What follows belongs to an exercise in optimizing a design on an open flow for small area, a short achievable clock period and few clock cycles; a production flow would make more cautious choices.
RTL that was checked went through simulation tests only; none was proved equivalent to the original.
Function not checked in runs 1 and 3 to 7: the RTL went through the layout flow alone.
No activity file was given, so power comes from the tool's default toggle rates.

==> design/flow/design.v <==
package accum_pkg;
  localparam int unsigned NUM_ACC = 8;    
  localparam int unsigned ACC_W   = 32;
  localparam int unsigned OUT_W   = 64;   
  localparam int unsigned ADDR_W  = 3;
  localparam int unsigned LEN_W   = 16;   
  localparam logic [7:0] REG_CMD       = 8'h00;
  localparam logic [7:0] REG_ACCUM_LEN = 8'h04;
  localparam logic [7:0] REG_SCALE     = 8'h08;
  localparam logic [7:0] REG_SHIFT     = 8'h0C;
  localparam logic [7:0] REG_MODE      = 8'h10;
  localparam logic [7:0] REG_STATUS    = 8'h14;
  localparam logic [2:0] CMD_CLEAR     = 3'd1;
  localparam logic [2:0] CMD_ACCUM     = 3'd2;
  localparam logic [2:0] CMD_NORMQUANT = 3'd3;
  localparam logic [2:0] CMD_STREAMOUT = 3'd4;
  localparam logic MODE_8B  = 1'b0;
  localparam logic MODE_32B = 1'b1;
  typedef union packed {
    logic [OUT_W/8-1:0][7:0]           bytes;
    logic [OUT_W/ACC_W-1:0][ACC_W-1:0] words;
  } out_word_u;
endpackage
`timescale 1ns/1ps
module accum_top #(
  parameter int unsigned NumAcc = accum_pkg::NUM_ACC
) (
  input  logic                        clk_state,
  input  logic                        rst_ni,
  input  logic                        psel_i,
  input  logic                        penable_i,
  input  logic                        pwrite_i,
  input  logic [7:0]                  paddr_i,
  input  logic [31:0]                 pwdata_i,
  output logic [31:0]                 prdata_o,
  output logic                        pready_o,
  output logic                        pslverr_o,
  input  logic                        psum_valid_i,
  output logic                        psum_ready_o,
  input  logic [accum_pkg::ACC_W-1:0] psum_data_i,
  output logic                        out_valid_o,
  input  logic                        out_ready_i,
  output logic [accum_pkg::OUT_W-1:0] out_data_o,
  output logic                        done_o
);
  logic [15:0] len_q;
  logic [7:0]  scale_q;
  logic [7:0]  sm_q;          
  logic [7:0]  z_d;
  logic [4:0]  shift_q;
  logic        mode_q;
  logic [3:0]  wsel_q;        
  logic        s_wr;
  assign pready_o = 1'b1;
  assign s_wr     = psel_i & ~penable_i & pwrite_i;
  always_ff @(posedge clk_state or negedge rst_ni) begin
    if (!rst_ni) begin
      wsel_q  <= '0;
      len_q   <= '0;
      scale_q <= '0;
      sm_q    <= '0;
      shift_q <= '0;
      mode_q  <= 1'b0;
    end else begin
      wsel_q <= {s_wr & (paddr_i == accum_pkg::REG_MODE),
                 s_wr & (paddr_i == accum_pkg::REG_SHIFT),
                 s_wr & (paddr_i == accum_pkg::REG_SCALE),
                 s_wr & (paddr_i == accum_pkg::REG_ACCUM_LEN)};
      if (wsel_q[0]) len_q   <= pwdata_i[15:0];
      if (wsel_q[1]) scale_q <= pwdata_i[7:0];
      sm_q   <= (wsel_q[1] ? pwdata_i[7:0] : scale_q) & {8{~z_d[0]}};
      if (wsel_q[2]) shift_q <= pwdata_i[4:0];
      if (wsel_q[3]) mode_q  <= pwdata_i[0];
    end
  end
  logic        acc_q;         
  logic        pend_q;        
  logic        busy_q;        
  logic        done_q;
  logic        err_q;
  logic [4:0]  rsel_q;        
  logic        stat_q;        
  logic [31:0] ring_q [8];
  logic [7:0]  z_q;
  logic        az_q;          
  logic [2:0]  hd_q;
  logic        acc_act_q;     
  logic [15:0] k_q;
  logic        rdy_q;
  logic        nq_act_q;      
  logic [3:0]  nq_cnt_q;
  logic        v2_q, v3_q;
  logic        so_act_q;      
  logic [1:0]  bc_q;
  logic        ov_q;
  logic [2:0] code;
  logic       is_clear, is_accum, is_nq, is_so, len0, imm;
  logic       clear_now, relabel;
  assign code      = pwdata_i[2:0];
  assign is_clear  = (code == accum_pkg::CMD_CLEAR);
  assign is_accum  = (code == accum_pkg::CMD_ACCUM);
  assign is_nq     = (code == accum_pkg::CMD_NORMQUANT);
  assign is_so     = (code == accum_pkg::CMD_STREAMOUT);
  assign len0      = (len_q == 16'd0);
  assign imm       = is_clear | (is_accum & len0);
  assign clear_now = acc_q & is_clear;
  assign relabel   = acc_q & is_accum & az_q;
  logic [31:0] head, nq_word;
  logic        hs, ohs;
  assign head = z_q[0] ? 32'h0 : ring_q[0];
  logic [15:0] k_inc;
  logic        acc_last, acc_fin;
  assign k_inc        = k_q + 16'd1;
  assign acc_last     = (k_inc == len_q);
  assign psum_ready_o = rdy_q;
  assign hs           = psum_valid_i & rdy_q;
  assign acc_fin      = hs & acc_last;
  logic [31:0] psum_q;
  logic [31:0] w6_d;
  logic        c32;
  assign {c32, w6_d} = {1'b0, ring_q[7]} + {1'b0, psum_q};
  logic        nq_issue, nq_fin;
  logic [39:0] sa_d, ca_d, p_q;
  logic [7:0]  sh_q, ch_q, ph_q;
  logic nq_start;
  assign nq_start = (s_setup & s_cmd & is_nq & ~busy_n) | (acc_q & is_nq & ~nq_act_q);
  assign nq_issue = nq_start | (nq_act_q & ~nq_cnt_q[3]);
  assign nq_fin   = nq_act_q & nq_cnt_q[3] & v2_q;
  always_comb begin
    logic [39:0] pp [9];
    logic [39:0] a0, b0, a1, b1, a2, b2, c0, d0, c1, d1, e0, f0;
    for (int j = 0; j < 8; j++) begin
      pp[j] = '0;
      for (int i = 0; i < 31; i++) pp[j][i+j] = sm_q[j] & ring_q[0][i];
      pp[j][31+j] = ~(sm_q[j] & ring_q[0][31]);
    end
    pp[8] = 40'h80_8000_0000;
    a0 = pp[0] ^ pp[1] ^ pp[2];
    b0 = ((pp[0] & pp[1]) | (pp[0] & pp[2]) | (pp[1] & pp[2])) << 1;
    a1 = pp[3] ^ pp[4] ^ pp[5];
    b1 = ((pp[3] & pp[4]) | (pp[3] & pp[5]) | (pp[4] & pp[5])) << 1;
    a2 = pp[6] ^ pp[7] ^ pp[8];
    b2 = ((pp[6] & pp[7]) | (pp[6] & pp[8]) | (pp[7] & pp[8])) << 1;
    c0 = a0 ^ b0 ^ a1;
    d0 = ((a0 & b0) | (a0 & a1) | (b0 & a1)) << 1;
    c1 = b1 ^ a2 ^ b2;
    d1 = ((b1 & a2) | (b1 & b2) | (a2 & b2)) << 1;
    e0 = c0 ^ d0 ^ c1;
    f0 = ((c0 & d0) | (c0 & c1) | (d0 & c1)) << 1;
    sa_d = e0 ^ f0 ^ d1;
    ca_d = ((e0 & f0) | (e0 & d1) | (f0 & d1)) << 1;
  end
  logic [22:0] t1;
  logic [14:0] t2;
  logic [10:0] t3;
  logic [8:0]  t4;
  logic [7:0]  t5, clip;
  logic [31:0] thr, over;
  logic        ovf;
  assign p_q = {ph_q, ring_q[6]};
  assign t1 = shift_q[4] ? p_q[38:16] : p_q[22:0];
  assign t2 = shift_q[3] ? t1[22:8]   : t1[14:0];
  assign t3 = shift_q[2] ? t2[14:4]   : t2[10:0];
  assign t4 = shift_q[1] ? t3[10:2]   : t3[8:0];
  assign t5 = shift_q[0] ? t4[8:1]    : t4[7:0];
  always_comb begin
    for (int j = 0; j < 32; j++) begin
      thr[j]  = (j >= 32'(shift_q));
      over[j] = thr[j] & (p_q[j+7] ^ p_q[39]);
    end
  end
  assign ovf     = |over;
  assign clip    = ovf ? {p_q[39], {7{~p_q[39]}}} : t5;
  assign nq_word = {{24{clip[7]}}, clip};
  logic so_last;
  assign out_valid_o = ov_q;
  assign ohs         = ov_q & out_ready_i;
  assign so_last     = ~mode_q | (bc_q == 2'd3);
  always_comb begin
    if (mode_q) begin
      out_data_o = {ring_q[1], ring_q[0]};
    end else begin
      for (int i = 0; i < 8; i++) out_data_o[8*i +: 8] = ring_q[i][7:0];
    end
  end
  logic        run_done, busy_n, done_a, take_a;
  logic        s_setup, s_cmd, s_known, s_imm, s_acc, s_addr_ok;
  logic [4:0]  s_rsel;
  logic        acc_act_d, so_act_d;
  logic [2:0]  hd_d;
  logic [15:0] k_d;
  logic [1:0]  bc_d;
  assign run_done = (acc_act_q & acc_fin) | nq_fin | (so_act_q & ohs & so_last);
  assign busy_n  = busy_q & ~done_q;
  assign done_a  = run_done | pend_q;
  assign take_a  = ~busy_n | done_a;
  assign s_setup = psel_i & ~penable_i;
  assign s_cmd   = pwrite_i & (paddr_i == accum_pkg::REG_CMD);
  assign s_known = (code == accum_pkg::CMD_CLEAR) | (code == accum_pkg::CMD_ACCUM) |
                   (code == accum_pkg::CMD_NORMQUANT) | (code == accum_pkg::CMD_STREAMOUT);
  assign s_imm   = imm;
  assign s_acc   = s_setup & s_cmd & s_known & take_a;
  always_comb begin
    s_addr_ok = 1'b1;
    s_rsel    = '0;
    case (paddr_i)
      accum_pkg::REG_CMD:       ;
      accum_pkg::REG_ACCUM_LEN: s_rsel[0] = 1'b1;
      accum_pkg::REG_SCALE:     s_rsel[1] = 1'b1;
      accum_pkg::REG_SHIFT:     s_rsel[2] = 1'b1;
      accum_pkg::REG_MODE:      s_rsel[3] = 1'b1;
      accum_pkg::REG_STATUS:    s_rsel[4] = 1'b1;
      default:                  s_addr_ok = 1'b0;
    endcase
  end
  assign acc_act_d = (acc_q & is_accum & ~len0) | (acc_act_q & ~acc_fin);
  assign so_act_d  = (acc_q & is_so) | (so_act_q & ~(ohs & so_last));
  assign hd_d      = relabel ? 3'd0 : hd_q + 3'd1;
  assign k_d       = acc_q ? 16'd0 : (hs ? k_inc : k_q);
  assign bc_d      = acc_q ? 2'd0 : bc_q + {1'b0, ohs};
  assign z_d       = clear_now ? 8'hff : {1'b0, z_q[7], z_q[6] & ~v3_q, z_q[5:1]};
  always_ff @(posedge clk_state or negedge rst_ni) begin
    if (!rst_ni) begin
      acc_q     <= 1'b0;
      pend_q    <= 1'b0;
      busy_q    <= 1'b0;
      done_q    <= 1'b0;
      hd_q      <= '0;
      z_q       <= '1;
      az_q      <= 1'b1;
      acc_act_q <= 1'b0;
      k_q       <= '0;
      rdy_q     <= 1'b0;
      nq_act_q  <= 1'b0;
      nq_cnt_q  <= '0;
      v2_q      <= 1'b0;
      v3_q      <= 1'b0;
      so_act_q  <= 1'b0;
      bc_q      <= '0;
      ov_q      <= 1'b0;
    end else begin
      acc_q     <= s_acc;
      pend_q    <= s_acc & s_imm & busy_n;
      done_q    <= done_a | (s_acc & s_imm & ~busy_n);
      busy_q    <= busy_n | (acc_q & (~imm | pend_q));
      hd_q      <= hd_d;
      z_q       <= z_d;
      az_q      <= clear_now | (az_q & ~hs & ~v3_q);
      acc_act_q <= acc_act_d;
      k_q       <= k_d;
      rdy_q     <= acc_act_d & (hd_d == k_d[2:0]);
      nq_act_q  <= nq_start | (nq_act_q & ~nq_fin);
      if (nq_start)      nq_cnt_q <= 4'd1;
      else if (nq_issue) nq_cnt_q <= nq_cnt_q + 4'd1;
      v2_q      <= nq_issue;
      v3_q      <= v2_q;
      so_act_q  <= so_act_d;
      bc_q      <= bc_d;
      ov_q      <= so_act_d & ~|z_d &
                   (mode_q ? (hd_d == {bc_d, 1'b0}) : (hd_d == 3'd0));
    end
  end
  always_ff @(posedge clk_state) begin
    err_q    <= ~s_addr_ok | (s_cmd & (~s_known | ~take_a));
    rsel_q   <= s_rsel;
    stat_q   <= busy_n & ~done_a;
  end
  assign pslverr_o = err_q;
  assign prdata_o  = {16'h0,
                       ({16{rsel_q[0]}} & len_q) |
                       ({16{rsel_q[1]}} & {8'h0, scale_q}) |
                       ({16{rsel_q[2]}} & {11'h0, shift_q}) |
                       ({16{rsel_q[3]}} & {15'h0, mode_q}) |
                       ({16{rsel_q[4]}} & {8'(NumAcc), 7'h0, stat_q})};
  assign done_o    = done_q;
  always_ff @(posedge clk_state) begin
    for (int i = 0; i < 8; i++) begin
      if (i == 7)      ring_q[i] <= nq_issue ? sa_d[31:0] : head;
      else if (i == 6) ring_q[i] <= w6_d;
      else if (i == 5) ring_q[i] <= v3_q ? nq_word : ring_q[6];
      else             ring_q[i] <= ring_q[i+1];
    end
    psum_q <= nq_issue ? ca_d[31:0] : (hs ? psum_data_i : 32'h0);
    sh_q   <= sa_d[39:32];
    ch_q   <= ca_d[39:32];
    ph_q   <= c32 ? sh_q + ch_q + 8'd1 : sh_q + ch_q;
  end
endmodule
==> design/flow/flow/run.sh <==
#!/bin/bash
# Standard layout, with repair_timing aiming below the clock period.
set -euo pipefail
bash standard.sh SETUP_SLACK_MARGIN=6 finish > standard.log 2>&1
==> design/flow/standard.sh <==
#!/bin/bash
# synth_recipe.tcl (not shown) runs the flow's synth.tcl, then flattens the netlist and writes it again
# the make line also repeats each setting of config.mk as NAME=value (left out here)
make -C /OpenROAD-flow-scripts/flow DESIGN_CONFIG=/design/flow/config.mk WORK_HOME=/design/flow/orfs CLKGATE_MAP_FILE= SYNTH_SCRIPT=/design/flow/synth_recipe.tcl "${@:-finish}"
==> design/flow/config.mk <==
export PLATFORM = sky130hd
export DESIGN_NAME = accum_top
export DESIGN_NICKNAME = accum_top
export VERILOG_FILES = /design/flow/design.v
export SDC_FILE = /design/flow/constraint.sdc
export NUM_CORES = 4
export LEC_CHECK = 0
export CAP_MARGIN = 20
export CORE_MARGIN = 2
export CORE_UTILIZATION = 60
export SLEW_MARGIN = 20
==> design/flow/constraint.sdc <==
create_clock -name core_clock -period 8.5 [get_ports {clk_state}]
set_input_delay 1.7000 -clock core_clock [delete_from_list [all_inputs] [get_ports {clk_state}]]
set_output_delay 1.7000 -clock core_clock [all_outputs]
set_load 0.01 [all_outputs]
==> results of run 1 <==
[final timing paths]
check	depth (start not counted)	end
max in group asynchronous	3	z_q[0]
worst max register to register	11	ring_q[7][13]
worst max-delay path	5	out_data_o[40]
worst min-delay path	0	ring_q[2][18]
worst min register to register	0	ring_q[2][18]
min in group asynchronous	1	ov_q
[logic make-up after synthesis]
group	share of synthesized area, %
buffers and inverters	6.43
AO/OA/AOI/OAI	6.87
other	0.0331
multiplexers	7.16
adder cells (fa/ha/maj)	21.3
AND/OR/NAND/NOR	16.9
XOR/XNOR	3.48
flip-flops	37.8
[stage by stage]
| step | setup WS (ns) | hold WS (ns) |
|---|---|---|
| after floorplan | 5.09 | 0.310 |
| after global placement | 3.66 | 0.310 |
| after detailed placement | 3.60 | 0.312 |
| after CTS | 4.79 | 0.325 |
| after global routing | 4.77 | 0.329 |
| final | 4.80 | 0.323 |
[sequential cells by signal, indices dropped and copies added (netlist names), 8 cells and up]
name and count:
ring_q 256, psum_q 32, k_q 16, len_q 16, ch_q 8, ph_q 8, scale_q 8, sh_q 8
sm_q 8, z_q 8
[timing repair]
action | in CTS | in global routing
pin swaps | 193 | 94
gates cloned | 29 | 1
endpoints found under the hold margin | 0 | 0
buffers inserted | 110 | 50
setup endpoints to repair | 230 | 200
gates resized for setup | 777 | 171
[power by group through the flow]
stage | sequential [mW] | combinational, mW | clock (mW)
2_1_floorplan | 2.01 | 0.136 | 0
3_3_place_gp | 2.03 | 0.194 | 0
3_5_place_dp | 2.03 | 0.198 | 0
4_1_cts | 1.98 | 0.246 | 1.88
5_1_grt | 1.99 | 0.282 | 1.96
6_report | 1.99 | 0.262 | 1.87
[area by class of cell]
class                   instances  area, µm²
diodes                          1       2.50
clock buffers                  56       1170
clock inverters                19        226
fillers                      2241       7400
inverters                     227        873
multi-input cells            1472      14200
flip-flops and latches        406       8690
well taps                     511        639
repair buffers                339       4000
repair inverters                7        149
[synth_stat cells (5+ instances only)]
library cell | instances | share of area, %
o21bai_1 | 5 | 0.17
nor3_1 | 12 | 0.27
inv_1 | 225 | 3.7
nand3b_1 | 32 | 1.1
o211ai_1 | 10 | 0.33
and2_1 | 251 | 6.9
dfrtp_1 | 78 | 8.6
nor2_1 | 64 | 1.1
or2_2 | 6 | 0.17
a21oi_1 | 61 | 1.3
fa_1 | 183 | 16
a21o_1 | 14 | 0.46
clkbuf_1 | 64 | 1.1
dfxtp_1 | 319 | 28
mux4_2 | 14 | 1.4
a222oi_1 | 5 | 0.22
nor2b_1 | 19 | 0.52
o21a_1 | 9 | 0.30
o31ai_1 | 5 | 0.17
xor2_1 | 36 | 1.4
buf_4 | 28 | 0.93
mux2i_1 | 18 | 0.80
nor4_1 | 11 | 0.30
a31oi_1 | 5 | 0.14
nand4_1 | 8 | 0.22
buf_2 | 14 | 0.31
dfstp_2 | 9 | 1.0
or3_1 | 9 | 0.25
nand2b_1 | 16 | 0.44
ha_1 | 92 | 5.1
nand2_1 | 202 | 3.3
xnor2_1 | 54 | 2.1
nand3_1 | 51 | 1.1
mux2_2 | 100 | 5.0
o21ai_0 | 80 | 1.8
and3_1 | 14 | 0.39
buf_1 | 12 | 0.20
[metal layers]
layer	routed length, µm	track usage [%]
met1	27400	45.6
met2	33800	60.0
met3	4880	5.42
met4	4540	19.2
met5	18	0
==> impl_results.md, run 1 <==
- Max IR drop VDD: 0.000169 V
- Crit end category: output port
- Worst-margin pin slew: 1.04 ns
- Max stage delay cell, worst path: dfrtp_4
- Worst Path Required: 6.80 ns
- Switching Share: 23.0%
- GRT overflow: 0
- Initial DRT Pass Iterations: 6
- Register bit total from synthesis: 406
- Gpl congestion: 0.931
- Post-route minimum period: 3.70 ns
- Inserted Clock Buffers: 42
- Root Driver: clkbuf_16
- Die height: 198 µm
- Max clock buf depth: 3
- Core region area: 37400 µm²
- Die width: 198 µm
- Hold-fix buffer count after cts: 0
- Final instance area: 30000 µm²
- Outcome: finished clean
- Final Hold Fails: 0
- CP Launch Type: flip-flop
- DRC Markers: 0
- Reg power frac: 48.2%
- Clock sinks: 406
- Clock Latency Late Sink: 0.57 ns
- Vias: 17300
- Via density: 5.69
- Clock share of power: 45.5%
- Top delay family on crit path: buffers and inverters
- Fmax: 270 MHz
- CTS tree: done
- Number of global-route vias before repair: 17900
- Number of library cell types mapped by synthesis: 86
- Antenna viol nets, final: 0
- Asr flop ratio synth: 21.4%
- Starting Density: 60.6%
- Unrepaired setup endpoints after global routing: true
- Min-delay src: ring_q[3][18]
- WP data arrival: 2.00 ns
- Sequential element share of the synthesized area: 37.8%
- Final Power: 4.12 mW
- Worst Hold Class: reg2reg
- CP most frequent cell: buf_12
- Worst-path maximum fanout: 7
- Count of input and output buffers: 146
- Area Growth Syn to Fin: 32.4%
- Clk pin slew, worst setup/hold paths: 0.06 ns
- 1st-iter DRT viols: 1074
- Row Count: 71
- Worst R2R Setup Slack: 5.15 ns
- Post-synth EDFFs: 0
- Placed Area: 24800 µm²
- Wire per inst: 23.2 µm
- Number of max-cap violations: 0
- HPWL Detailed: 42300 µm
- Comb power frac: 6.4%
- Static leakage: 13.6 nW
- Net Sw Power: 948 µW
- Buf+Inv Stages, Crit Path: 4
- Max incr delay on CP: 0.55 ns
- CTS H-tree depth: 2
- Final period util: 43.5%
- Post-synthesis average cell area: 10.2 µm²
- Most frequent cells in the layout: dfxtp_1 (289), and2_1 (197), inv_1 (185)
- R2R Path Start: sm_q[3]
- Int Pwr: 3.17 mW
- Final setup fails: 0
- Cells along the critical path: buf_12, buf_12, buf_16, mux2_4, buf_6
- Final Instance Count excl. Fillers: 3038
- Mapped Area: 22700 µm²
- Pwr Density: 137 nW/µm²
- Synth warnings: 3
- Setup Crit Path Kind: reg2out
- Fin Setup TNS: 0 ns
- Inst Count DP: 2771
- Top_reg_cell synth: dfxtp_1
- Final Max Tran Viols: 0
- # nets final: 2849
- Most common cell after layout, fill and taps aside: dfxtp_1
- Global Route Usage Sum: 36.1%
- Largest net degree at the start of global routing: 79
- Die Footprint: 39300 µm²
- Slew headroom: 30.4%
- Ports: 180
- Antenna violations before repair: 6
- Clock Skew: 0.0225 ns
- Gate Count Post-Synth: 2211
- Share of cells above drive strength 1: 34.8%
- First-pass GRT wire length: 105000 µm
- Post-Route Utilization: 80.2%
- WL final: 70600 µm
- Crit path from: mode_q
==> run 2: changes to the inputs <==
--- a/design/flow/design.v
+++ b/design/flow/design.v
@@ -49,6 +49,7 @@
   logic [7:0]  z_d;
   logic [4:0]  shift_q;
   logic        mode_q;
+  logic [3:0]  mode_c;        
   logic [3:0]  wsel_q;        
   logic        s_wr;
   assign pready_o = 1'b1;
@@ -61,6 +62,7 @@
       sm_q    <= '0;
       shift_q <= '0;
       mode_q  <= 1'b0;
+      mode_c  <= '0;
     end else begin
       wsel_q <= {s_wr & (paddr_i == accum_pkg::REG_MODE),
                  s_wr & (paddr_i == accum_pkg::REG_SHIFT),
@@ -71,6 +73,7 @@
       sm_q   <= (wsel_q[1] ? pwdata_i[7:0] : scale_q) & {8{~z_d[0]}};
       if (wsel_q[2]) shift_q <= pwdata_i[4:0];
       if (wsel_q[3]) mode_q  <= pwdata_i[0];
+      mode_c <= wsel_q[3] ? {4{pwdata_i[0]}} : {mode_q, mode_c[3:1]};
     end
   end
   logic        acc_q;         
@@ -78,8 +81,7 @@
   logic        busy_q;        
   logic        done_q;
   logic        err_q;
-  logic [4:0]  rsel_q;        
-  logic        stat_q;        
+  logic [15:0] prd_q;
   logic [31:0] ring_q [8];
   logic [7:0]  z_q;
   logic        az_q;          
@@ -177,10 +179,8 @@
   assign ohs         = ov_q & out_ready_i;
   assign so_last     = ~mode_q | (bc_q == 2'd3);
   always_comb begin
-    if (mode_q) begin
-      out_data_o = {ring_q[1], ring_q[0]};
-    end else begin
-      for (int i = 0; i < 8; i++) out_data_o[8*i +: 8] = ring_q[i][7:0];
+    for (int i = 0; i < 8; i++) begin
+      out_data_o[8*i +: 8] = mode_c[i/2] ? ring_q[i/4][8*(i%4) +: 8] : ring_q[i][7:0];
     end
   end
   logic        run_done, busy_n, done_a, take_a;
@@ -262,16 +262,14 @@
   end
   always_ff @(posedge clk_state) begin
     err_q    <= ~s_addr_ok | (s_cmd & (~s_known | ~take_a));
-    rsel_q   <= s_rsel;
-    stat_q   <= busy_n & ~done_a;
+    prd_q    <= ({16{s_rsel[0]}} & len_q) |
+                ({16{s_rsel[1]}} & {8'h0, scale_q}) |
+                ({16{s_rsel[2]}} & {11'h0, shift_q}) |
+                ({16{s_rsel[3]}} & {15'h0, mode_q}) |
+                ({16{s_rsel[4]}} & {8'(NumAcc), 7'h0, busy_n & ~done_a});
   end
   assign pslverr_o = err_q;
-  assign prdata_o  = {16'h0,
-                       ({16{rsel_q[0]}} & len_q) |
-                       ({16{rsel_q[1]}} & {8'h0, scale_q}) |
-                       ({16{rsel_q[2]}} & {11'h0, shift_q}) |
-                       ({16{rsel_q[3]}} & {15'h0, mode_q}) |
-                       ({16{rsel_q[4]}} & {8'(NumAcc), 7'h0, stat_q})};
+  assign prdata_o  = {16'h0, prd_q};
   assign done_o    = done_q;
   always_ff @(posedge clk_state) begin
     for (int i = 0; i < 8; i++) begin
==> design/flow/run.sh (new file) <==
#!/bin/bash
# synth_recipe.tcl (not shown) runs the flow's synth.tcl, then flattens the netlist and writes it again
# the make line also repeats each setting of config.mk as NAME=value (left out here)
make -C /OpenROAD-flow-scripts/flow DESIGN_CONFIG=/design/flow/config.mk WORK_HOME=/design/flow/orfs CLKGATE_MAP_FILE= SYNTH_SCRIPT=/design/flow/synth_recipe.tcl finish
--- a/design/flow/config.mk
+++ b/design/flow/config.mk
@@ -7,5 +7,6 @@
 export LEC_CHECK = 0
 export CAP_MARGIN = 20
 export CORE_MARGIN = 2
-export CORE_UTILIZATION = 60
+export CORE_UTILIZATION = 70
+export SETUP_SLACK_MARGIN = 5
 export SLEW_MARGIN = 20
removed: design/flow/flow/run.sh
removed: design/flow/standard.sh
==> impl_results.md, run 2 <==
- Slew headroom: 34.0%
- Most frequent cells in the layout: dfxtp_1 (305), and2_1 (241), inv_1 (226)
- Post-synthesis average cell area: 10.3 µm²
- Worst Hold Class: reg2reg
- DRC Markers: 0
- Gpl congestion: 0.939
- Number of max-cap violations: 0
- R2R cell count: 12
- Sequential element share of the synthesized area: 38.4%
- Fin Setup TNS: 0 ns
- Most flop-heavy register: ring_q
- Top Registers: ring_q: 256 flops, psum_q: 32 flops
- Outcome: finished clean
- Area occupied by multi-input gates: 12900 µm²
- Synth top area cells: dfxtp_1 (28%), fa_1 (16%), dfrtp_1 (8.9%)
- Clock sinks: 420
- Wire per inst: 22.2 µm
- Reg power frac: 50.0%
- WP data arrival: 1.79 ns
- Hold-fix buffer count after cts: 0
- Static leakage: 12.4 nW
- Final Hold Fails: 0
- Synth warnings: 3
- Ports: 180
- Levels on crit path: 3
- Antenna violations before repair: 3
- Row Count: 66
- Clk pin slew, worst setup/hold paths: 0.07 ns
- Final hold slack: 0.324 ns
- Initial DRT Pass Iterations: 6
- Root Driver: clkbuf_16
- WL final: 62900 µm
- Largest net degree at the start of global routing: 67
- Clock Latency Late Sink: 0.57 ns
- Mapped Area: 23100 µm²
- Die height: 186 µm
- Gate Count Post-Synth: 2245
- Unrepaired setup endpoints after global routing: true
- Int Pwr: 3.10 mW
- HPWL Detailed: 42700 µm
- Hold Path Depth: 0
- Post-synth EDFFs: 0
- Max incr delay on CP: 0.50 ns
- Most common cell after layout, fill and taps aside: dfxtp_1
- First-pass GRT wire length: 97500 µm
- CTS H-tree depth: 2
- Area Growth Syn to Fin: 14.9%
- CP Launch Type: flip-flop
- Crit end category: output port
- Global Route Usage Sum: 37.2%
- Max stage delay cell, worst path: dfrtp_4
- Share of cells above drive strength 1: 13.2%
- CTS tree: done
- Max clock buf depth: 3
- Asr flop ratio synth: 21.7%
- Post-route minimum period: 3.49 ns
- Antenna viol nets, final: 0
- Starting Density: 71.0%
- Most common cell in the netlist: dfxtp_1
- Setup Crit Path Kind: reg2out
- # nets final: 2711
- Synth top area share: 28.5%
- Worst Path Required: 6.80 ns
- Top delay family on crit path: flip-flops
- 1st-iter DRT viols: 1485
- Buf+Inv Stages, Crit Path: 2
- Post-synth top cells: dfxtp_1 (329), and2_1 (242), inv_1 (226), nand2_1 (204), fa_1 (183)
- Register bit total from synthesis: 420
- Worst-path maximum fanout: 8
- Clock Skew: 0.0357 ns
- Pwr Density: 150 nW/µm²
- Number of global-route vias before repair: 17600
- Cells along the critical path: buf_8, mux2_2, dlygate4sd2_1
- Clock share of power: 47.9%
- Count of input and output buffers: 146
- Max reg flops: 256
- Yosys top cell by area: dfxtp_1
- Vias: 16800
- Switching Share: 22.1%
- Number of library cell types mapped by synthesis: 87
- Final period util: 41.1%
- Final setup fails: 0
- Die Footprint: 34500 µm²
- Core region area: 32500 µm²
- Net Sw Power: 877 µW
- Top_reg_cell synth: dfxtp_1
- Max IR drop VDD: 0.000185 V
- Fillcell total: 2046
- Final Max Tran Viols: 0
- Register area: 8940 µm²
- Inserted Clock Buffers: 42
- Via density: 5.93
- Die width: 186 µm
- Worst-margin pin slew: 0.986 ns
- Fmax: 286 MHz
- Comb power frac: 2.1%
- GRT overflow: 0
==> run 2: cell types whose count changed after synthesis, sizes merged, moves of 9 or more <==
cell and delta:
a22oi +9, xnor2 +9, and2 -10, nand4 +11
dfxtp +10, o21ai -9
==> run 2: power groups by stage <==
| stage | combinational, mW | clock (mW) | sequential [mW] |
|---|---|---|---|
| floorplan | 0.0374 | 0 | 2.02 |
| global placement | 0.0714 | 0 | 2.03 |
| detailed placement | 0.0720 | 0 | 2.03 |
| CTS | 0.0788 | 1.91 | 1.99 |
| global route | 0.0876 | 1.99 | 1.99 |
| finish | 0.0816 | 1.91 | 1.99 |
==> run 2: cells by family after synthesis <==
| group | count (synthesis) | share of synthesized area (%) |
|---|---|---|
| AOI/OAI and AO/OA | 231 | 6.62 |
| buffers and inverters | 354 | 6.30 |
| adders and majority gates | 276 | 20.9 |
| xor gates and xnor gates | 100 | 3.82 |
| other | 2 | 0.0325 |
| DFF | 420 | 38.4 |
| and+or+nand+nor | 725 | 16.7 |
| muxes | 137 | 7.24 |
==> run 2: area by class of cell <==
type / instances / area share, %
tap: 442 / 2.08
timing repair buffer: 179 / 6.90
clock inverter: 18 / 0.796
multi-input combinational: 1486 / 48.6
clock buffer: 60 / 4.59
inverter: 228 / 3.32
antenna: 1 / 0.00942
sequential: 420 / 33.7
==> run 2: worst paths after layout <==
path	from	end	slack, ns
max	mode_c[1]	out_data_o[30]	5.01
min	ring_q[4][8]	ring_q[3][8]	0.32
max reg2reg	ring_q[7][0]	ph_q[5]	5.11
min reg2reg	ring_q[4][8]	ring_q[3][8]	0.32
max in group asynchronous	rst_ni	mode_c[3]	6.26
min in group asynchronous	rst_ni	len_q[13]	1.12
==> run 2: metrics by stage <==
| step | util (%) | setup slack, ns | area [µm²] | cells | total power [mW] |
|---|---|---|---|---|---|
| 2_1_floorplan | - | 5.06 | 23200 | 2260 | 2.06 |
| 3_3_place_gp | 75.8 | 3.24 | 24600 | 2729 | 2.10 |
| 3_5_place_dp | 75.8 | 3.11 | 24600 | 2729 | 2.11 |
| 4_1_cts | 81.1 | 4.92 | 26400 | 2825 | 3.98 |
| 6_report | 81.6 | 5.01 | 26600 | 2834 | 3.98 |
| 5_1_grt | 81.6 | 4.98 | 26600 | 2834 | 4.06 |
==> run 2: repair_timing <==
| action | in CTS | in global routing |
|---|---|---|
| cloned | 2 | 1 |
| pin swaps | 8 | 2 |
| setup buffers | 16 | 6 |
| gates resized for setup | 150 | 38 |
| endpoints found under the setup margin | 135 | 101 |
==> run 2: per-layer routing <==
| metal | part of all wire (%) | up-vias | track usage [%] |
|---|---|---|---|
| li1 | - | 7488 | - |
| met1 | 39 | 8353 | 48.7 |
| met2 | 48 | 777 | 60.7 |
| met3 | 8.6 | 189 | 6.89 |
| met4 | 4.5 | 2 | 16.5 |
| met5 | 0.027 | - | 0 |
Testbench counts of run 2, summed over its fixed seeds: cycles 8,040.
==> run 3: changes to the inputs <==
--- a/design/flow/design.v
+++ b/design/flow/design.v
@@ -229,14 +229,11 @@
       z_q       <= '1;
       az_q      <= 1'b1;
       acc_act_q <= 1'b0;
-      k_q       <= '0;
       rdy_q     <= 1'b0;
       nq_act_q  <= 1'b0;
-      nq_cnt_q  <= '0;
       v2_q      <= 1'b0;
       v3_q      <= 1'b0;
       so_act_q  <= 1'b0;
-      bc_q      <= '0;
       ov_q      <= 1'b0;
     end else begin
       acc_q     <= s_acc;
@@ -247,15 +244,11 @@
       z_q       <= z_d;
       az_q      <= clear_now | (az_q & ~hs & ~v3_q);
       acc_act_q <= acc_act_d;
-      k_q       <= k_d;
       rdy_q     <= acc_act_d & (hd_d == k_d[2:0]);
       nq_act_q  <= nq_start | (nq_act_q & ~nq_fin);
-      if (nq_start)      nq_cnt_q <= 4'd1;
-      else if (nq_issue) nq_cnt_q <= nq_cnt_q + 4'd1;
       v2_q      <= nq_issue;
       v3_q      <= v2_q;
       so_act_q  <= so_act_d;
-      bc_q      <= bc_d;
       ov_q      <= so_act_d & ~|z_d &
                    (mode_q ? (hd_d == {bc_d, 1'b0}) : (hd_d == 3'd0));
     end
@@ -278,6 +271,10 @@
       else if (i == 5) ring_q[i] <= v3_q ? nq_word : ring_q[6];
       else             ring_q[i] <= ring_q[i+1];
     end
+    k_q    <= k_d;
+    bc_q   <= bc_d;
+    if (nq_start)      nq_cnt_q <= 4'd1;
+    else if (nq_issue) nq_cnt_q <= nq_cnt_q + 4'd1;
     psum_q <= nq_issue ? ca_d[31:0] : (hs ? psum_data_i : 32'h0);
     sh_q   <= sa_d[39:32];
     ch_q   <= ca_d[39:32];
--- a/design/flow/config.mk
+++ b/design/flow/config.mk
@@ -7,6 +7,6 @@
 export LEC_CHECK = 0
 export CAP_MARGIN = 20
 export CORE_MARGIN = 2
-export CORE_UTILIZATION = 70
+export CORE_UTILIZATION = 80
 export SETUP_SLACK_MARGIN = 5
 export SLEW_MARGIN = 20
==> impl_results.md, run 3 <==
- Yosys top cell by area: dfxtp_1
- Largest net degree at the start of global routing: 70
- Outcome: did not finish
- Most common cell in the netlist: dfxtp_1
- Max clock buf depth: 3
- Die height: 174 µm
- Worst ep type: sequential cell input
- Post-synthesis average cell area: 10.0 µm²
- Worst Endpoint after GRT Repair: ring_q[7][8]$_DFF_P_/D
- Clock sinks: 420
- Synth top area cells: dfxtp_1 (30%), fa_1 (16%), and2_1 (6.7%)
- Count of input and output buffers: 146
- Failed at: global routing (5_1_grt)
- Post-synth top cells: dfxtp_1 (351), and2_1 (249), inv_1 (240), nand2_1 (211), fa_1 (183)
- CTS H-tree depth: 2
- Gpl congestion: 0.934
- Sequential element share of the synthesized area: 37.9%
- Inst Count DP: 2722
- Root Driver: clkbuf_16
- Row Count: 62
- Hold-fix buffer count after cts: 0
- Inserted Clock Buffers: 41
- Post-synth EDFFs: 0
- Die width: 174 µm
- Ports: 180
- Synth warnings: 3
- HPWL Detailed: 47900 µm
- Number of library cell types mapped by synthesis: 81
- Top_reg_cell synth: dfxtp_1
- Starting Density: 80.8%
- Error: [ERROR GRT-0232] Routing congestion too high. Check the congestion heatmap in the GUI.
- Synth top area share: 30.4%
- Asr flop ratio synth: 16.4%
- Global Route Usage Sum: 78.0%
- GRT overflow: 81
- Mapped Area: 23100 µm²
- Register bit total from synthesis: 420
- Gate Count Post-Synth: 2304
run 3: power groups by stage:
stage | Sequential (mW) | Combinational [mW] | Clock [mW]
CTS | 3.09 | 1.59 | 1.88
global placement | 3.05 | 1.48 | 0
detailed placement | 3.08 | 1.55 | 0
floorplan | 2.71 | 1.10 | 0
run 3: worst min path at each step:
| stage | startpoint | to | slack (ns) | cells after the start |
|---|---|---|---|---|
| floorplan | ring_q[2][10] | ring_q[1][10] | 0.31 | 0 |
| global placement | ring_q[3][16] | ring_q[2][16] | 0.31 | 0 |
| detailed placement | ring_q[2][27] | ring_q[1][27] | 0.31 | 0 |
| CTS | ring_q[5][15] | ring_q[4][15] | 0.32 | 0 |
run 3: cell families after synthesis:
group,synth area share [%]
mux,6.17
flops,37.9
other cells,0.0325
simple gates,17.5
compound gates,7.77
fa+ha+maj,20.8
xor+xnor,3.33
buf+inv,6.50
run 3: layer usage:
layer | GRT usage (%) | overflow
met5 | 42.5 | 0
met4 | 78.0 | 37
met3 | 63.2 | 3
met2 | 93.5 | 39
met1 | 77.4 | 2
run 3: repair_timing:
item                       CTS
gates cloned                 5
buffers inserted            15
setup endpoints to repair  144
pin swaps                    4
gates resized for setup    119
run 3: stage by stage:
step	area (µm²)	hold slack [ns]	setup WS (ns)	power, mW
CTS	26300	0.325	4.99	6.55
detailed placement	24600	0.312	2.99	4.63
global placement	24600	0.310	3.20	4.53
floorplan	23200	0.310	4.97	3.81
==> run 4: changes to the inputs <==
--- a/design/flow/config.mk
+++ b/design/flow/config.mk
@@ -7,6 +7,6 @@
 export LEC_CHECK = 0
 export CAP_MARGIN = 20
 export CORE_MARGIN = 2
-export CORE_UTILIZATION = 80
+export CORE_UTILIZATION = 70
 export SETUP_SLACK_MARGIN = 5
 export SLEW_MARGIN = 20
==> impl_results.md, run 4 <==
- Fmax: 279 MHz
- Unrepaired setup endpoints after global routing: true
- Die Footprint: 34500 µm²
- Final setup fails: 0
- Worst Path Required: 6.80 ns
- Antenna violations before repair: 3
- # nets final: 2774
- Starting Density: 71.1%
- Max stage delay cell, worst path: dfrtp_4
- Number of global-route vias before repair: 17800
- Top Registers: ring_q: 256 flops, psum_q: 32 flops
- WL final: 67700 µm
- DRC Markers: 0
- Number of library cell types mapped by synthesis: 81
- Initial DRT Pass Iterations: 7
- Number of max-cap violations: 0
- Most flop-heavy register: ring_q
- CTS tree: done
- Synth warnings: 3
- Die height: 186 µm
- Max IR drop VDD: 0.000261 V
- Yosys top cell by area: dfxtp_1
- Final period util: 42.2%
- Top_reg_cell synth: dfxtp_1
- Share of cells above drive strength 1: 12.6%
- Slew headroom: 36.0%
- Outcome: finished clean
- Synth top area cells: dfxtp_1 (30%), fa_1 (16%), and2_1 (6.7%)
- Post-synth EDFFs: 0
- Count of input and output buffers: 146
- Cells along the critical path: buf_4, buf_12, mux2_2, clkdlybuf4s15_1
- Ports: 180
- Root Driver: clkbuf_16
- Static leakage: 12.2 nW
- Worst Hold Class: reg2reg
- Inserted Clock Buffers: 42
- Gpl congestion: 0.902
- Largest net degree at the start of global routing: 70
- Mapped Area: 23100 µm²
- Asr flop ratio synth: 16.4%
- Levels on crit path: 4
- Die width: 186 µm
- Worst-margin pin slew: 0.961 ns
- Area Growth Syn to Fin: 14.8%
- HPWL Detailed: 44700 µm
- Sequential element share of the synthesized area: 37.9%
- Core region area: 32500 µm²
- Register bit total from synthesis: 420
- Global Route Usage Sum: 38.5%
- GRT overflow: 0
- Post-synthesis average cell area: 10.0 µm²
- PnR worst setup slack: 4.91 ns
- Most frequent cells in the layout: dfxtp_1 (322), and2_1 (248), inv_1 (240)
- Vias: 17800
- Post-route minimum period: 3.59 ns
- Clock Skew: 0.0303 ns
- Max incr delay on CP: 0.47 ns
- Final Hold Fails: 0
- First-pass GRT wire length: 99800 µm
- ANT cells: 0
- Worst R2R Setup Slack: 5.07 ns
- Post-synth top cells: dfxtp_1 (351), and2_1 (249), inv_1 (240), nand2_1 (211), fa_1 (183)
- CP Launch Type: flip-flop
- Clock Latency Late Sink: 0.59 ns
- WP data arrival: 1.89 ns
- Setup Crit Path Kind: reg2out
- Final Max Tran Viols: 0
- Inst Count DP: 2781
- Crit end category: output port
- Gate Count Post-Synth: 2304
- Antenna viol nets, final: 0
- Via density: 6.13
- Max reg flops: 256
- 1st-iter DRT viols: 1530
- Most common cell after layout, fill and taps aside: dfxtp_1
- DP Worst Slack: 3.30 ns
- Synth top area share: 30.4%
- Fin Setup TNS: 0 ns
- Row Count: 66
- Most common cell in the netlist: dfxtp_1
- Clock sinks: 420
- Worst-path maximum fanout: 11
- Final Power: 6.58 mW
- Top delay family on crit path: buffers and inverters
- Hold Path Depth: 0
- Final Instance Count excl. Fillers: 2896
- CTS H-tree depth: 2
- Pwr Density: 248 nW/µm²
- R2R cell count: 9
- Max clock buf depth: 3
- Clk pin slew, worst setup/hold paths: 0.07 ns
- Buf+Inv Stages, Crit Path: 3
- Wire per inst: 23.4 µm
==> run 4: path summary, 6_finish.rpt <==
check | from | endpoint
max | mode_c[2] | out_data_o[44]
min | ring_q[3][11] | ring_q[2][11]
max reg2reg | sm_q[5] | ring_q[7][29]
min reg2reg | ring_q[3][11] | ring_q[2][11]
max in group asynchronous | rst_ni | sm_q[0]
min in group asynchronous | rst_ni | mode_c[2]
==> run 4: layout make-up <==
| type | instances | area (µm²) |
|---|---|---|
| inverters | 241 | 917 |
| multi-input cells | 1531 | 13000 |
| repair buffers | 182 | 1840 |
| clock buffers | 61 | 1190 |
| fillers | 1922 | 5970 |
| repair inverters | 2 | 20.0 |
| well taps | 442 | 553 |
| clock inverters | 17 | 184 |
| flip-flops and latches | 420 | 8830 |
==> run 4: logic make-up (layout without fill, tap and decap cells) <==
kind of cell / Yosys count / in the layout / synth area share (%)
AOI/OAI and AO/OA: 278 / 278 / 7.77
xor gates and xnor gates: 88 / 88 / 3.33
adders and majority gates: 275 / 275 / 20.8
buffers and inverters: 371 / 503 / 6.50
DFF: 420 / 420 / 37.9
muxes: 115 / 115 / 6.17
other: 2 / 17 / 0.0325
and+or+nand+nor: 755 / 758 / 17.5
==> run 4: report_power, final <==
part / switching (mW) / internal [mW]
Clock: 0.809 / 1.05
Sequential: 0.617 / 2.48
Combinational: 0.898 / 0.729
Total: 2.32 / 4.25
==> run 4: through the flow <==
| step | hold WS (ns) | util (%) | cell area, µm² |
|---|---|---|---|
| after global placement | 0.310 | 75.8 | 24600 |
| after CTS | 0.319 | 80.6 | 26200 |
| after global routing | 0.329 | 81.7 | 26600 |
| final | 0.310 | 81.7 | 26600 |
| after detailed placement | 0.312 | 75.8 | 24600 |
| after floorplan | 0.310 | - | 23200 |
==> run 4: repair_timing <==
action / 4_1_cts / 5_1_grt
gates cloned: 2 / 8
hold buffers: 0 / 0
buffers inserted: 14 / 13
setup endpoints to repair: 139 / 118
gates resized for setup: 142 / 64
pin swaps: 1 / 7
==> run 4: layer usage <==
| metal | vias up | routed length, µm | GRT usage (%) |
|---|---|---|---|
| met3 | 244 | 5980 | 7.55 |
| met5 | - | 43 | 0 |
| li1 | 7722 | - | - |
| met4 | 6 | 4200 | 19.5 |
| met2 | 955 | 31700 | 63.4 |
| met1 | 8829 | 25800 | 48.5 |
==> run 4: worst register-to-register path, stage by stage (launching register included) <==
cell	delay, ns
dfrtp_2	0.79
and2_1	0.26
fa_1	0.42
inv_1	0.09
fa_1	0.47
fa_1	0.56
inv_1	0.06
fa_1	0.52
nand2_1	0.11
nand2_1	0.05
==> run 5: changes to the inputs <==
--- a/design/flow/config.mk
+++ b/design/flow/config.mk
@@ -8,5 +8,6 @@
 export CAP_MARGIN = 20
 export CORE_MARGIN = 2
 export CORE_UTILIZATION = 70
+export CTS_BUF_LIST = sky130_fd_sc_hd__clkbuf_8
 export SETUP_SLACK_MARGIN = 5
 export SLEW_MARGIN = 20
==> impl_results.md, run 5 <==
- Min-delay src: ring_q[5][12]
- Asr flop ratio synth: 16.4%
- Unrepaired setup endpoints after global routing: true
- Most frequent cells in the layout: dfxtp_1 (318), inv_1 (261), and2_1 (248)
- Largest net degree at the start of global routing: 70
- Die width: 186 µm
- Placed Area: 24600 µm²
- Global Route Usage Sum: 38.6%
- Max reg flops: 256
- Most common cell after layout, fill and taps aside: dfxtp_1
- Cells along the critical path: buf_6, buf_12, mux2_4, buf_6
- Antenna viol nets, final: 0
- Sequential element share of the synthesized area: 37.9%
- Register bit total from synthesis: 420
- Yosys top cell by area: dfxtp_1
- CTS tree: done
- Inserted Clock Buffers: 67
- Core region area: 32500 µm²
- Share of cells above drive strength 1: 14.4%
- Clk pin slew, worst setup/hold paths: 0.07 ns
- Reg-to-reg endpoint: ph_q[6]
- Synth warnings: 3
- Outcome: finished clean
- CTS H-tree depth: 3
- Hold path endpoint: ring_q[4][12]
- Max IR drop VDD: 0.000245 V
- Top delay family on crit path: flip-flops
- Mapped Area: 23100 µm²
- Post-synth EDFFs: 0
- Wire per inst: 22.6 µm
- Max stage delay cell, worst path: dfrtp_4
- Slew headroom: 38.3%
- Worst-path maximum fanout: 9
- Ports: 180
- HPWL Detailed: 44700 µm
- Final Max Tran Viols: 0
- Most common cell in the netlist: dfxtp_1
- Fmax: 282 MHz
- WP data arrival: 1.85 ns
- Most flop-heavy register: ring_q
- Synth top area share: 30.4%
- Number of max-cap violations: 0
- Root Driver: clkbuf_8
- Antenna violations before repair: 1
- R2R Path Start: ring_q[7][1]
- Synth top area cells: dfxtp_1 (30%), fa_1 (16%), and2_1 (6.7%)
- Buf+Inv Stages, Crit Path: 3
- Die Footprint: 34500 µm²
- CP most frequent cell: buf_6
- Post-route minimum period: 3.55 ns
- Final setup fails: 0
- Top Registers: ring_q: 256 flops, psum_q: 32 flops
- Vias: 17700
- DRC Markers: 0
- Gate Count Post-Synth: 2304
- ANT cells: 0
- First-pass GRT wire length: 100000 µm
- Max incr delay on CP: 0.51 ns
- Setup Crit Path Kind: reg2out
- Via density: 6.05
- Max clock buf depth: 3
- Clock Skew: 0.0321 ns
- Crit end category: output port
- Post-synthesis average cell area: 10.0 µm²
- Final period util: 41.8%
- Final Hold Fails: 0
- Count of input and output buffers: 146
- WL final: 66200 µm
- Worst-margin pin slew: 0.926 ns
- Clock Latency Late Sink: 0.63 ns
- Worst Hold Class: reg2reg
- Area Growth Syn to Fin: 14.3%
- Fin Setup TNS: 0 ns
- Die height: 186 µm
- Gpl congestion: 0.902
- Pwr Density: 248 nW/µm²
- R2R cell count: 10
- Row Count: 66
- Top_reg_cell synth: dfxtp_1
- GRT overflow: 0
- 1st-iter DRT viols: 1339
- # nets final: 2789
- Worst Path Required: 6.80 ns
- CP Launch Type: flip-flop
- Final instance area: 26400 µm²
- Static leakage: 12.2 nW
- Clock sinks: 420
- Number of library cell types mapped by synthesis: 81
- Number of global-route vias before repair: 18000
- Worst R2R Setup Slack: 4.97 ns
- Post-synth top cells: dfxtp_1 (351), and2_1 (249), inv_1 (240), nand2_1 (211), fa_1 (183)
- Starting Density: 71.1%
- Hold Path Depth: 0
- Initial DRT Pass Iterations: 6
run 5: cell counts after synthesis:
No cell type changed its count.
run 5: logic make-up (layout without fill, tap and decap cells):
| family | count (synthesis) | count (layout) | share of synthesized area (%) |
|---|---|---|---|
| multiplexers | 115 | 115 | 6.17 |
| XOR/XNOR | 88 | 88 | 3.33 |
| adder cells (fa/ha/maj) | 275 | 275 | 20.8 |
| AND/OR/NAND/NOR | 755 | 757 | 17.5 |
| flip-flops | 420 | 420 | 37.9 |
| other | 2 | 17 | 0.0325 |
| buffers and inverters | 371 | 536 | 6.50 |
| AO/OA/AOI/OAI | 278 | 278 | 7.77 |
run 5: through the flow:
step	setup slack, ns	utilization [%]	std cells	power [mW]	hold WS (ns)
after floorplan	4.97	-	2319	3.81	0.310
after global placement	3.44	75.8	2781	4.57	0.310
after detailed placement	3.30	75.8	2781	4.61	0.312
after CTS	4.88	80.8	2917	6.43	0.319
after global routing	4.94	81.3	2928	6.78	0.323
final	4.95	81.3	2928	6.55	0.304
run 5: final cells by class:
cell class	count	area [µm²]
clock buffers	83	1140
clock inverters	37	279
fillers	1968	6100
inverters	241	917
multi-input cells	1530	13000
flip-flops and latches	420	8840
well taps	442	553
repair buffers	175	1720
run 5: report_power, final:
group	switching, mW	internal (mW)	total [mW]
Clock	0.825	1.01	1.83
Combinational	0.901	0.733	1.63
Sequential	0.608	2.48	3.09
Total	2.33	4.22	6.55
run 5: how the worst max path moves through the flow:
stage,start,to,cells past startpoint
2_1_floorplan,paddr_i[7],psum_q[11],11
3_3_place_gp,paddr_i[7],ring_q[7][19],10
3_5_place_dp,paddr_i[7],psum_q[26],10
4_1_cts,mode_c[1],out_data_o[19],4
5_1_grt,mode_c[1],out_data_o[26],4
6_report,mode_c[1],out_data_o[26],4
run 5: metal layers:
metal | global-route usage (%) | up-vias | part of all wire (%)
li1 | - | 7763 | -
met1 | 48.4 | 8778 | 38
met2 | 62.8 | 950 | 48
met3 | 7.28 | 230 | 8.5
met4 | 21.9 | 2 | 5.7
met5 | 0 | - | 0.018
run 5: repair_timing:
item | CTS | global route
hold buffers | 0 | 0
pin swaps | 2 | 5
resized for setup | 175 | 100
setup buffers | 14 | 9
cloned | 2 | 2
endpoints found under the setup margin | 149 | 116
==> run 6: changes to the inputs <==
--- a/design/flow/config.mk
+++ b/design/flow/config.mk
@@ -5,9 +5,9 @@
 export SDC_FILE = /design/flow/constraint.sdc
 export NUM_CORES = 4
 export LEC_CHECK = 0
+export ABC_AREA = 1
 export CAP_MARGIN = 20
 export CORE_MARGIN = 2
 export CORE_UTILIZATION = 70
-export CTS_BUF_LIST = sky130_fd_sc_hd__clkbuf_8
 export SETUP_SLACK_MARGIN = 5
 export SLEW_MARGIN = 20
==> impl_results.md, run 6 <==
- Mapped Area: 23500 µm²
- Ports: 180
- Die height: 187 µm
- Starting Density: 70.5%
- Final period util: 42.1%
- Clock Skew: 0.0217 ns
- Setup Crit Path Kind: reg2out
- Most common cell in the netlist: nand2_1
- Number of max-cap violations: 0
- Asr flop ratio synth: 16.4%
- DRC Markers: 0
- Worst R2R Setup Slack: 5.08 ns
- Die Footprint: 35000 µm²
- Clk pin slew, worst setup/hold paths: 0.07 ns
- Slew headroom: 35.9%
- Wire per inst: 21.0 µm
- Final Max Tran Viols: 0
- CTS H-tree depth: 2
- Worst Path Required: 6.80 ns
- Die width: 187 µm
- Post-synthesis average cell area: 8.04 µm²
- Gpl congestion: 0.944
- 1st-iter DRT viols: 2523
- Core region area: 33300 µm²
- Static leakage: 14.6 nW
- DP Worst Slack: 3.65 ns
- Row Count: 67
- Final setup fails: 0
- Inserted Clock Buffers: 43
- Post-synth top cells: nand2_1 (769), inv_1 (614), dfxtp_1 (351), fa_1 (183), o21ai_0 (180)
- Share of cells above drive strength 1: 9.54%
- Via density: 5.75
- Global Route Usage Sum: 42.1%
- Most common cell after layout, fill and taps aside: nand2_1
- Max reg flops: 256
- Area Growth Syn to Fin: 15.3%
- Most flop-heavy register: ring_q
- Crit end category: output port
- Sequential element share of the synthesized area: 37.3%
- Number of library cell types mapped by synthesis: 58
- Clock sinks: 420
- Gate Count Post-Synth: 2919
- Synth top area cells: dfxtp_1 (30%), fa_1 (16%), nand2_1 (12%)
- Worst-path maximum fanout: 4
- WL final: 74000 µm
- Post-synth EDFFs: 0
- Antenna viol nets, final: 0
- Number of global-route vias before repair: 20100
- Worst Hold Class: reg2reg
- HPWL Detailed: 50600 µm
- Placed Area: 24900 µm²
- # nets final: 3400
- Final Power: 5.17 mW
- Post-route minimum period: 3.58 ns
- Yosys top cell by area: dfxtp_1
- Most frequent cells in the layout: nand2_1 (753), inv_1 (608), dfxtp_1 (319)
- Antenna violations before repair: 0
- Final Hold Fails: 0
- GRT overflow: 0
- Largest net degree at the start of global routing: 70
- Outcome: finished clean
- CP Launch Type: flip-flop
- Fillcell total: 2085
- Clock Latency Late Sink: 0.58 ns
- Final hold slack: 0.322 ns
- Worst-margin pin slew: 0.961 ns
- Top Registers: ring_q: 256 flops, psum_q: 32 flops
- Unrepaired setup endpoints after global routing: true
- Pwr Density: 191 nW/µm²
- Count of input and output buffers: 146
- Max IR drop VDD: 0.000198 V
- PnR worst setup slack: 4.92 ns
- Fmax: 279 MHz
- Root Driver: clkbuf_16
- Synth top area share: 29.9%
- Max clock buf depth: 3
- WP data arrival: 1.88 ns
- Final instance area: 27100 µm²
- Top_reg_cell synth: dfxtp_1
- Fin Setup TNS: 0 ns
- Register bit total from synthesis: 420
- CTS tree: done
- Vias: 20300
- First-pass GRT wire length: 113000 µm
- Synth warnings: 3
- Initial DRT Pass Iterations: 9
run 6: changes by cell type after synthesis, sizes merged, moves of 14 or more:
cell	previous run	this run
and3	23	0
nand2	211	778
nand2b	18	0
inv	241	622
nor2b	18	0
xnor2	54	21
and2	249	0
mux4	14	0
mux2	81	0
mux2i	20	3
nand3b	35	1
o21ai	92	224
a21o	17	1
nor2	63	127
run 6: critical path, stage by stage, from the launching register on:
cell and delay (ns):
dfrtp_4 0.49, buf_12 0.14, buf_6 0.12, clkinvlp_4 0.09, buf_6 0.12, buf_4 0.11, nand2_2 0.04, nand2_2 0.09
buf_6 0.11
run 6: per-layer routing:
metal	wire [µm]	track usage [%]	up-vias
li1	-	-	9007
met1	27200	54.1	9609
met4	6150	27.2	0
met2	32700	65.7	1342
met3	8040	8.14	349
met5	0	0	-
run 6: metrics by stage:
step | instances | util (%)
detailed placement | 3397 | 74.9
floorplan | 2934 | -
global route | 3529 | 81.3
finish | 3530 | 81.3
CTS | 3517 | 80.7
global placement | 3397 | 74.9
run 6: cells by family (layout without fill, tap and decap cells):
kind of cell / after synthesis / count (layout) / synth area share (%)
AOI/OAI and AO/OA: 365 / 365 / 8.73
xor gates and xnor gates: 68 / 68 / 2.65
adders and majority gates: 275 / 275 / 20.5
buffers and inverters: 765 / 908 / 13.0
DFF: 420 / 420 / 37.3
muxes: 3 / 3 / 0.128
other: 2 / 18 / 0.0320
and+or+nand+nor: 1021 / 1025 / 17.6
run 6: path summary, 6_finish.rpt:
| check | start | endpoint | depth (start not counted) |
|---|---|---|---|
| max in group asynchronous | rst_ni | sm_q[0] | 1 |
| hold reg to reg | ring_q[2][24] | ring_q[1][24] | 0 |
| min in group asynchronous | rst_ni | shift_q[0] | 1 |
| hold / removal | ring_q[2][24] | ring_q[1][24] | 0 |
| setup / recovery | mode_c[3] | out_data_o[61] | 8 |
| setup reg to reg | sm_q[2] | ring_q[7][22] | 11 |
run 6: report_power, final:
group          switching [mW]  internal, mW
registers               0.182          2.14
logic                   0.499         0.310
clock network           0.858          1.17
total                    1.54          3.63
run 6: layout make-up:
type	instances	area [µm²]	area share (%)
diodes	1	2.50	0.00924
clock buffers	57	1210	4.47
clock inverters	23	315	1.16
inverters	622	2350	8.69
multi-input cells	1753	11900	43.9
flip-flops and latches	420	8840	32.7
well taps	448	561	2.07
repair buffers	199	1860	6.88
repair inverters	7	52.6	0.194
run 6: repair_timing:
| action | in CTS | in global routing |
|---|---|---|
| buffers inserted | 29 | 12 |
| hold endpoints to repair | 0 | 0 |
| pin swaps | 2 | 12 |
| gates cloned | 11 | 0 |
| gates resized for setup | 152 | 114 |
| hold buffers | 0 | 0 |
| endpoints found under the setup margin | 124 | 103 |
==> run 7: changes to the inputs <==
==> design/flow/flow/run.sh (new file) <==
#!/bin/bash
# The standard layout, with repair_timing aiming 5.5 ns below the clock period.
set -euo pipefail
bash standard.sh SETUP_SLACK_MARGIN=5.5 finish > standard.log 2>&1
==> design/flow/standard.sh (new file) <==
#!/bin/bash
# synth_recipe.tcl (not shown) runs the flow's synth.tcl, then flattens the netlist and writes it again
# the make line also repeats each setting of config.mk as NAME=value (left out here)
make -C /OpenROAD-flow-scripts/flow DESIGN_CONFIG=/design/flow/config.mk WORK_HOME=/design/flow/orfs CLKGATE_MAP_FILE= SYNTH_SCRIPT=/design/flow/synth_recipe.tcl "${@:-finish}"
--- a/design/flow/config.mk
+++ b/design/flow/config.mk
@@ -5,9 +5,7 @@
 export SDC_FILE = /design/flow/constraint.sdc
 export NUM_CORES = 4
 export LEC_CHECK = 0
-export ABC_AREA = 1
 export CAP_MARGIN = 20
 export CORE_MARGIN = 2
 export CORE_UTILIZATION = 70
-export SETUP_SLACK_MARGIN = 5
 export SLEW_MARGIN = 20
removed: design/flow/run.sh
==> impl_results.md, run 7 <==
- Register bit total from synthesis: 420
- CTS tree: done
- Worst-margin pin slew: 0.977 ns
- Clock share of power: 28.3%
- Net Sw Power: 2.67 mW
- Inserted Clock Buffers: 43
- Top delay family on crit path: adder cells
- Die width: 186 µm
- Area Growth Syn to Fin: 23.3%
- Max clock buf depth: 3
- Yosys top cell by area: dfxtp_1
- Number of library cell types mapped by synthesis: 81
- Post-synthesis average cell area: 10.0 µm²
- Min-delay src: ring_q[5][16]
- WL final: 86900 µm
- Max incr delay on CP: 0.62 ns
- Most frequent cells in the layout: dfxtp_1 (314), nand2_1 (184), inv_1 (171)
- Gpl congestion: 0.956
- Global Route Usage Sum: 43.4%
- GRT overflow: 0
- Pwr Density: 249 nW/µm²
- Top Registers: ring_q: 256 flops, psum_q: 32 flops
- Synth top area cells: dfxtp_1 (30%), fa_1 (16%), and2_1 (6.7%)
- DP Worst Slack: 3.36 ns
- Final hold slack: 0.321 ns
- Final setup fails: 0
- Via density: 6.66
- Share of cells above drive strength 1: 28.2%
- Placed Area: 24700 µm²
- Final Hold Fails: 0
- Final Max Tran Viols: 0
- Fin Setup TNS: 0 ns
- Initial DRT Pass Iterations: 10
- Antenna violations before repair: 15
- Register area: 8880 µm²
- Final instance area: 28500 µm²
- Wire per inst: 29.3 µm
- Die Footprint: 34500 µm²
- Die height: 186 µm
- Unrepaired setup endpoints after global routing: true
- 1st-iter DRT viols: 2791
- CTS H-tree depth: 2
- Top_reg_cell synth: dfxtp_1
- Static leakage: 12.9 nW
- Ports: 180
- Setup Crit Path Kind: reg2reg
- Vias: 19700
- Outcome: finished clean
- Comb power frac: 26.4%
- Clock Latency Late Sink: 0.56 ns
- Reg power frac: 45.4%
- Root Driver: clkbuf_16
- Antenna viol nets, final: 0
- Starting Density: 71.1%
- Largest net degree at the start of global routing: 70
- Most common cell after layout, fill and taps aside: dfxtp_1
- Max reg flops: 256
- Asr flop ratio synth: 16.4%
- Row Count: 66
- Max stage delay cell, worst path: fa_2
- Worst Path Required: 8.96 ns
- PnR worst setup slack: 4.95 ns
- Most flop-heavy register: ring_q
- DRC Markers: 0
- Fillcell total: 1454
- Cells along the critical path: buf_12, and2_1, fa_1, inv_1, fa_2, fa_1, inv_2, fa_2, nand2_1, nand2_1
- Int Pwr: 4.45 mW
- Post-synth EDFFs: 0
- HPWL Detailed: 44100 µm
- Max IR drop VDD: 0.000218 V
- Post-route minimum period: 3.55 ns
- R2R Path Start: sm_q[0]
- Final period util: 41.8%
- Crit path from: sm_q[0]
- Most common cell in the netlist: dfxtp_1
- Synth top area share: 30.4%
- Clk pin slew, worst setup/hold paths: 0.07 ns
- Fmax: 281 MHz
- Switching Share: 37.5%
- Crit end category: flip-flop
- Worst-path maximum fanout: 9
- Clock sinks: 420
- Worst Hold Class: reg2reg
- Core region area: 32500 µm²
- Slew headroom: 34.9%
- Sequential element share of the synthesized area: 37.9%
- Count of input and output buffers: 146
- Number of global-route vias before repair: 19100
- First-pass GRT wire length: 111000 µm
- Post-synth top cells: dfxtp_1 (351), and2_1 (249), inv_1 (240), nand2_1 (211), fa_1 (183)
- CP Launch Type: flip-flop
- Gate Count Post-Synth: 2304
- Post-Route Utilization: 87.7%
- # nets final: 2831
- WP data arrival: 4.01 ns
- Mapped Area: 23100 µm²
- Clock Skew: 0.0260 ns
- Number of max-cap violations: 0
- Buf+Inv Stages, Crit Path: 3
- Synth warnings: 3
- Area occupied by multi-input gates: 13800 µm²
## run 7: cell types whose count changed after synthesis, moves of 16 or more
| cell | before | now |
|---|---|---|
| and3_1 | 0 | 23 |
| nand2_1 | 769 | 211 |
| nand3b_1 | 1 | 35 |
| nor2b_1 | 0 | 18 |
| o21ai_0 | 180 | 85 |
| xnor2_1 | 21 | 54 |
| mux2i_1 | 3 | 20 |
| a21o_1 | 1 | 17 |
| inv_1 | 614 | 240 |
| nand2b_1 | 0 | 18 |
| mux2_2 | 0 | 81 |
| o21ai_1 | 43 | 7 |
| and2_1 | 0 | 249 |
| nor2_1 | 114 | 62 |
## run 7: metrics by stage
step	power, mW	std cells
finish	7.12	2964
floorplan	3.81	2319
detailed placement	4.60	2782
global route	7.23	2958
global placement	4.55	2782
CTS	6.64	2935
## run 7: per-layer routing
metal	up-vias	wire length, µm	track usage, %
met4	22	8460	30.7
met5	-	340	0
met3	707	12700	11.7
met2	1731	37400	68.4
met1	9422	27900	51.5
li1	7859	-	-
## run 7: cell type report
type                    count  share of cell area (%)
clock inverters            21                   0.991
inverters                 241                    3.26
repair buffers            237                    9.86
flip-flops and latches    420                    31.1
clock buffers              59                    4.26
well taps                 442                    1.94
diodes                     10                  0.0877
multi-input cells        1530                    48.2
repair inverters            4                   0.254
## run 7: path summary, 6_finish.rpt
check,slack [ns],depth (start not counted),endpoint
hold reg to reg,0.32,0,ring_q[4][16]
max in group asynchronous,6.44,1,sm_q[5]
setup / recovery,4.95,10,ring_q[7][7]
hold / removal,0.32,0,ring_q[4][16]
setup reg to reg,4.95,10,ring_q[7][7]
min in group asynchronous,1.29,1,nq_act_q
## run 7: power groups by stage
stage               sequential (mW)  combinational [mW]  clock (mW)
finish                         3.23                1.88        2.01
global placement               3.06                1.49           0
detailed placement             3.07                1.53           0
global route                   3.20                1.96        2.07
floorplan                      2.71                1.10           0
CTS                            3.06                1.60        1.98
## run 7: worst register-to-register path, cell delays in order, from the launching register on
cell and delay (ns):
dfrtp_4 0.60, buf_12 0.20, and2_1 0.17, fa_1 0.54, inv_1 0.06, fa_2 0.62, fa_1 0.49, inv_2 0.19
fa_2 0.47, nand2_1 0.09, nand2_1 0.06
## run 7: kinds of logic after synthesis
kind of cell / after synthesis / synth area share (%)
AOI/OAI and AO/OA: 278 / 7.77
muxes: 115 / 6.17
buffers and inverters: 371 / 6.50
and+or+nand+nor: 755 / 17.5
DFF: 420 / 37.9
adders and majority gates: 275 / 20.8
other: 2 / 0.0325
xor gates and xnor gates: 88 / 3.33
## run 7: what timing repair did
| action | CTS | global route |
|---|---|---|
| gates cloned | 19 | 5 |
| resized for setup | 580 | 224 |
| buffers inserted | 54 | 14 |
| pin swaps | 108 | 122 |
| setup endpoints to repair | 211 | 160 |
| hold buffers | 0 | 0 |

static timing again, ports no longer ideal:
Ports are ideal in the flow. The routed layouts listed here were re-timed in OpenROAD. Step 1 assumes that a clkbuf_16 drives the clock port and a buf_2 every other input. Step 2 times the ports against the registers' clock, not the clock port: input delays grow and output delays shrink by t, the midpoint of the rising clock arrivals with the driver on. a / b / c = ideal ports / drivers / drivers and shift; a / b = the first two.
| run | t, ns | slack for setup (ns) | hold slack, ns |
|---|---|---|---|
| run 1 | 0.608 | 4.798 / 4.745 / 4.590 | 0.323 / 0.323 / 0.323 |
| run 2 | 0.605 | 5.008 / 4.954 / 4.486 | 0.324 / 0.324 / 0.324 |
| run 4 | 0.627 | 4.910 / 4.856 / 4.421 | 0.310 / 0.310 / 0.310 |
| run 5 | 0.667 | 4.949 / 4.897 / 4.435 | 0.304 / 0.304 / 0.304 |
| run 6 | 0.624 | 4.919 / 4.863 / 4.510 | 0.322 / 0.322 / 0.322 |
| run 7 | 0.605 | 4.947 / 4.947 / 4.715 | 0.321 / 0.321 / 0.321 |
After both steps every run listed still meets setup and hold. For run 2, which loses most, drivers alone change the setup slack by -0.054 ns; drivers and shift together by -0.522 ns.
